This design comes from an exercise in tuning for small area, a short achievable clock period and few clock cycles per item on the open sky130 flow, not from production work. At most, simulation tests tie the RTL to the original design; equivalence was not proved. Power figures rest on the tool's default switching activity, not on a simulated workload.

Setup of build 36:
==> flow/design.v (excerpt) <==
module muldiv_controller
#(
   parameter int XLEN = muldiv_controller_pkg::XLEN_DEF
) (
   input  logic            CLK,
   input  logic            RESET,
   input  logic            START,
   input  logic [2:0]      FUNCT3,
   input  logic [XLEN-1:0] OPERAND_A,
   input  logic [XLEN-1:0] OPERAND_B,
   input  logic            FLUSH,
   output logic            BUSY,
   output logic            DONE,
   output logic [XLEN-1:0] RESULT
);
For scale: roughly 1800 cells after synthesis, ~130 flip-flops, about 110 I/O pins, about 14000 µm² of cells after synthesis.
Settings: LEC_CHECK=0, CAP_MARGIN=20, CORE_MARGIN=2, CORE_UTILIZATION=30, SLEW_MARGIN=20, TNS_END_PERCENT=0; clock period 11.0 ns.
standard.sh (not shown) runs the stock make flow with config.mk's settings and CLKGATE_MAP_FILE= SYNTH_SCRIPT=/design/flow/synth_recipe.tcl, a recipe that flattens the netlist after the stock synthesis.
==> flow/flow/run.sh <==
#!/bin/bash
set -euo pipefail
MARGIN=$(cat flow/margin.txt)
bash standard.sh finish SETUP_SLACK_MARGIN=$MARGIN > flow_make.log 2>&1
==> flow/flow/margin.txt <==
8
Build 36 completed; timing, DRC and antenna clean
Testbench counts of build 36, summed over its fixed seeds: cycles 41,404, ops 4,800.
Input changes introduced in build 88 (baseline for comparison: build 36):
Settings: setting ABC_AREA to 1 for the first time.
==> flow/flow/run.sh <==
#!/bin/bash
# Standard ORFS layout (the standard.sh), with two changes to how it is made:
#  - timing repair aims for MARGIN ns of setup slack at the design's clock period
#    (the SDC is unchanged), repairing only the worst path (TNS_END_PERCENT in config.mk);
#  - the port buffers that buffer_ports puts on every input and output are buf_1 cells.
# make's full output goes to flow_make.log in this folder.
set -euo pipefail
MARGIN=$(cat flow/margin.txt)
export BUFFER_PORTS_ARGS="-buffer_cell sky130_fd_sc_hd__buf_1"
bash standard.sh finish SETUP_SLACK_MARGIN=$MARGIN > flow_make.log 2>&1
--- outcome ---
- Delta (build 88 minus build 36): setup TNS closely matched the old numbers; total non-filler cell area in the finished layout went up; final worst-path setup slack +0.61 ns.
- Run comparison: build 36 slowest library cell on the worst path clkdlybuf4s50_1; build 88 slowest library cell on the worst path edfxtp_1
- r_l[23]$_DFFE_PP_ as the worst setup path startpoint was reported by build 88, and r_l[18]$_DFFE_PP_ by build 36.
- Build 88: done, clean on timing, DRC and antenna
- As of build 88, routed metal-1 wirelength had risen by a little under 10% compared to build 36.
- Between build 36 and build 88, the flow reports combinational power decreasing by a little under 10%.
Changes in build 71 relative to build 88:
Settings: CORE_UTILIZATION changed from 30 to 50.
Results
Build 71 did not stop at any stage, and its layout met the timing, design-rule and antenna checks.
Compared with build 88, in build 71 buffer levels on the longest clock path flat, post-synth design cell area stayed essentially flat.
Lower synthesis-to-layout area growth was reported by build 71, not build 88.
On final worst setup slack, build 88 tracks build 71 almost exactly.
Comparing build 88 against build 71, there is no change at all in number of flip-flops and latches.
Note that the number of cells in the finished layout apart from fillers recorded for build 71 amounts to 0.917 times the value seen in build 88.
Against build 88, tap cell count in build 71 fell by more than a quarter.
On count of clock-buffer cells in the layout: build 71 sits above build 88.
When build 71 is measured against build 88, its final-layout clock-cell area share turns out 0.27 points lower.
More vias were needed by build 71 than by build 88.
## Diff of input files: build 51 against build 71
Settings: ABC_AREA: 1 -> unset; CORE_UTILIZATION: 50 -> 30.
### Flow results
In the reports for build 71 and build 51, the larger via count of the routed design belongs to build 71. Build 51 vs. build 71: total wirelength of the detailed-routed design decreased by about 1.2% relative to the old numbers; net switching share of the total power decreased by 0.73 points relative to the old numbers.
#### Input delta (build 47 over build 51)
Settings: a change of CORE_UTILIZATION from 30 to 50; an added ABC_AREA of 1; an added CTS_BUF_LIST of sky130_fd_sc_hd__clkbuf_4 sky130_fd_sc_hd__clkbuf_8.
==> summary.txt <==
Comparing build 51 and build 47, the lower area of the multi-input gates was measured on build 51. | via count | lower: build 51 |. Row amount of wire on met3 after detailed routing: build 47 higher / build 51 lower. From build 51 to build 47 the numbers moved as follows: maximum VDD drop saw a decrease; overall power consumption now sits lower; post-route cell area has increased; wire length moved up. The global-route met3 utilization of build 47 exceeds that of build 51 by 8.9 points. Row final core utilization: build 47 higher / build 51 lower.

Setup of before:
Starting RTL as in the previous note.
clock: 11.0 ns
lec_check: 0
abc_area: 1
cap_margin: 20
core_margin: 2
core_utilization: 50
place_density: 0.7
slew_margin: 20
tns_end_percent: 0
==> flow/flow/run.sh <==
#!/bin/bash
# Standard ORFS layout (the standard.sh), with two changes to how it is made:
#  - timing repair aims for MARGIN ns of setup slack at the design's clock period
#    (the SDC is unchanged), repairing only the worst path (TNS_END_PERCENT in config.mk);
#  - the port buffers that buffer_ports puts on every input and output are buf_1 cells.
# make's full output goes to flow_make.log in this folder.
set -euo pipefail
MARGIN=$(cat flow/margin.txt)
export BUFFER_PORTS_ARGS="-buffer_cell sky130_fd_sc_hd__buf_1"
bash standard.sh finish SETUP_SLACK_MARGIN=$MARGIN > flow_make.log 2>&1
Scripts as last shown in full above: flow/flow/margin.txt
before: no failed stages, no open violations at the end
Testbench counts of before, summed over its fixed seeds: cycles 41,404, ops 4,800.
### before -> after
Settings: PLACE_DENSITY: 0.7 -> unset; ABC_AREA: 1 -> unset.
==> comparison <==
- Per the comparison of after with before, total of clock buffers placed in the layout went down; sequential share of layout area went up; worst hold slack went down; number of vias per cell after detailed routing went up; internal cell power went up.
- Going from before to after, total number of multi-input combinational cells shrank by more than 10%.
- Worst setup slack: after lower than before
- In the tables for after and before, share of the final layout cell area in multi-input gates reads higher with after.

== the previous run ==
muldiv_controller, a different RTL version from the one above (not shown whole).
Size in the first run: roughly 130 flip-flops, about 110 I/O pins.
clock: 11.0 ns
lec_check: 0
cap_margin: 20
core_margin: 2
core_utilization: 30
setup_slack_margin: 5
slew_margin: 20
run.sh (not shown) runs the stock make flow with config.mk's settings and CLKGATE_MAP_FILE= SYNTH_SCRIPT=/design/flow/synth_recipe.tcl, a recipe that flattens the netlist after the stock synthesis.
Stock flow here: none of the scripts above is used.
Testbench counts of the previous run, summed over its fixed seeds: cycles 41,404, ops 4,800.
The following lists how the current run was set up differently from the previous run:
- SETUP_SLACK_MARGIN removed (was 5)
==> flow/flow/run.sh (new file) <==
#!/bin/bash
set -euo pipefail
MARGIN=$(cat flow/margin.txt)
bash standard.sh finish SETUP_SLACK_MARGIN=$MARGIN > flow_make.log 2>&1
==> flow/flow/margin.txt (new file) <==
7
==> flow/standard.sh (new file) <==
#!/bin/bash
# synth_recipe.tcl (not shown) runs the flow's synth.tcl, then flattens the netlist and writes it again
# the make line also repeats each setting of config.mk as NAME=value (left out here)
make -C /OpenROAD-flow-scripts/flow DESIGN_CONFIG=/design/flow/config.mk WORK_HOME=/design/flow/orfs CLKGATE_MAP_FILE= SYNTH_SCRIPT=/design/flow/synth_recipe.tcl "${@:-finish}"
removed: flow/run.sh
### Flow results
Diff the previous run -> the current run: global-route wire length before repair saw an increase; routed wire length has increased; cell count went up by 117; vias per cell saw an increase; fraction of standard cell area that is sequential went down. Compared to the previous run, the current run has post-placement setup slack 0.17 ns higher.

## sierra
Another version of the RTL of muldiv_controller (not shown whole).
Size: about 130 flip-flops, about 13000 sq um of cells after synthesis.
==> flow/config.mk <==
export PLATFORM = sky130hd
export DESIGN_NAME = muldiv_controller
export DESIGN_NICKNAME = muldiv_controller
export VERILOG_FILES = /design/flow/design.v
export SDC_FILE = /design/flow/constraint.sdc
export NUM_CORES = 4
export LEC_CHECK = 0
export CAP_MARGIN = 20
export CORE_MARGIN = 2
export CORE_UTILIZATION = 30
export SLEW_MARGIN = 20
export TNS_END_PERCENT = 0
==> flow/constraint.sdc <==
create_clock -name core_clock -period 11.0 [get_ports {CLK}]
set_input_delay 2.2000 -clock core_clock [delete_from_list [all_inputs] [get_ports {CLK}]]
set_output_delay 2.2000 -clock core_clock [all_outputs]
set_load 0.01 [all_outputs]
standard.sh (not shown) runs the stock make flow with config.mk's settings and CLKGATE_MAP_FILE= SYNTH_SCRIPT=/design/flow/synth_recipe.tcl, a recipe that flattens the netlist after the stock synthesis.
==> flow/flow/run.sh <==
#!/bin/bash
# Standard ORFS layout (the standard.sh), with two changes to how it is made:
#  - timing repair aims for MARGIN ns of setup slack at the design's clock period
#    (the SDC is unchanged), repairing only the worst path (TNS_END_PERCENT in config.mk);
#  - the port buffers that buffer_ports puts on every input and output are buf_1 cells.
# make's full output goes to flow_make.log in this folder.
set -euo pipefail
MARGIN=$(cat flow/margin.txt)
export BUFFER_PORTS_ARGS="-buffer_cell sky130_fd_sc_hd__buf_1"
bash standard.sh finish SETUP_SLACK_MARGIN=$MARGIN > flow_make.log 2>&1
==> flow/flow/margin.txt <==
8
> inputs changed (sierra -> juniper)
- swapping 30 for 50 in CORE_UTILIZATION
- putting ABC_AREA at 1 where nothing was set
[summary]
Comparing sierra and juniper, the lower placed instance area is on sierra. Synthesized cell count (lower): sierra. juniper reports its timing startpoint of the critical path as r_h[16] while sierra reports r_l[21]. juniper vs sierra: mean post-synth cell area down. Taking sierra as the reference, in juniper setup slack has increased; height of the die has decreased; actual slew at the worst max-slew pin has decreased.
No run of this note included a check of the RTL's function; only the layout flow was run.

==> afterwards: timing with drivers on the ports <==
The flow's constraints put no driver on any port. The routed layouts listed below were extracted and timed again, unchanged, in two steps. Step 1 assumes that a clkbuf_16 drives the clock port and a buf_2 every other input. Step 2 adds t to the input delays and takes it off the output delays; t is the mean of the earliest and latest rising clock arrival at the registers after step 1. Input paths then give back, and output paths get back, about the clock's delay inside the block. Slacks: ideal ports / drivers / drivers and shift; pairs: ideal ports / drivers.
| run | t (ns) | setup slack, ns | worst register clock-pin slew, ns |
|---|---|---|---|
| build 36 | 0.511 | 6.331 / 6.277 / 6.406 | 0.07 / 0.07 |
| build 88 | 0.520 | 6.943 / 6.889 / 6.953 | 0.07 / 0.07 |
| build 71 | 0.510 | 6.946 / 6.905 / 6.946 | 0.07 / 0.07 |
| build 51 | 0.528 | 6.450 / 6.450 / 6.450 | 0.07 / 0.07 |
| build 47 | 0.571 | 6.858 / 6.858 / 6.858 | 0.10 / 0.10 |
| before | 0.512 | 6.826 / 6.826 / 6.826 | 0.07 / 0.07 |
| after | 0.514 | 6.374 / 6.374 / 6.374 | 0.08 / 0.08 |
| the previous run | 0.522 | 5.141 / 5.141 / 5.141 | 0.07 / 0.07 |
| the current run | 0.514 | 5.985 / 5.985 / 5.985 | 0.07 / 0.07 |
| sierra | 0.508 | 6.106 / 6.106 / 6.106 | 0.07 / 0.07 |
| juniper | 0.510 | 6.538 / 6.538 / 6.538 | 0.07 / 0.07 |
After both steps setup and hold are still met in every run listed.
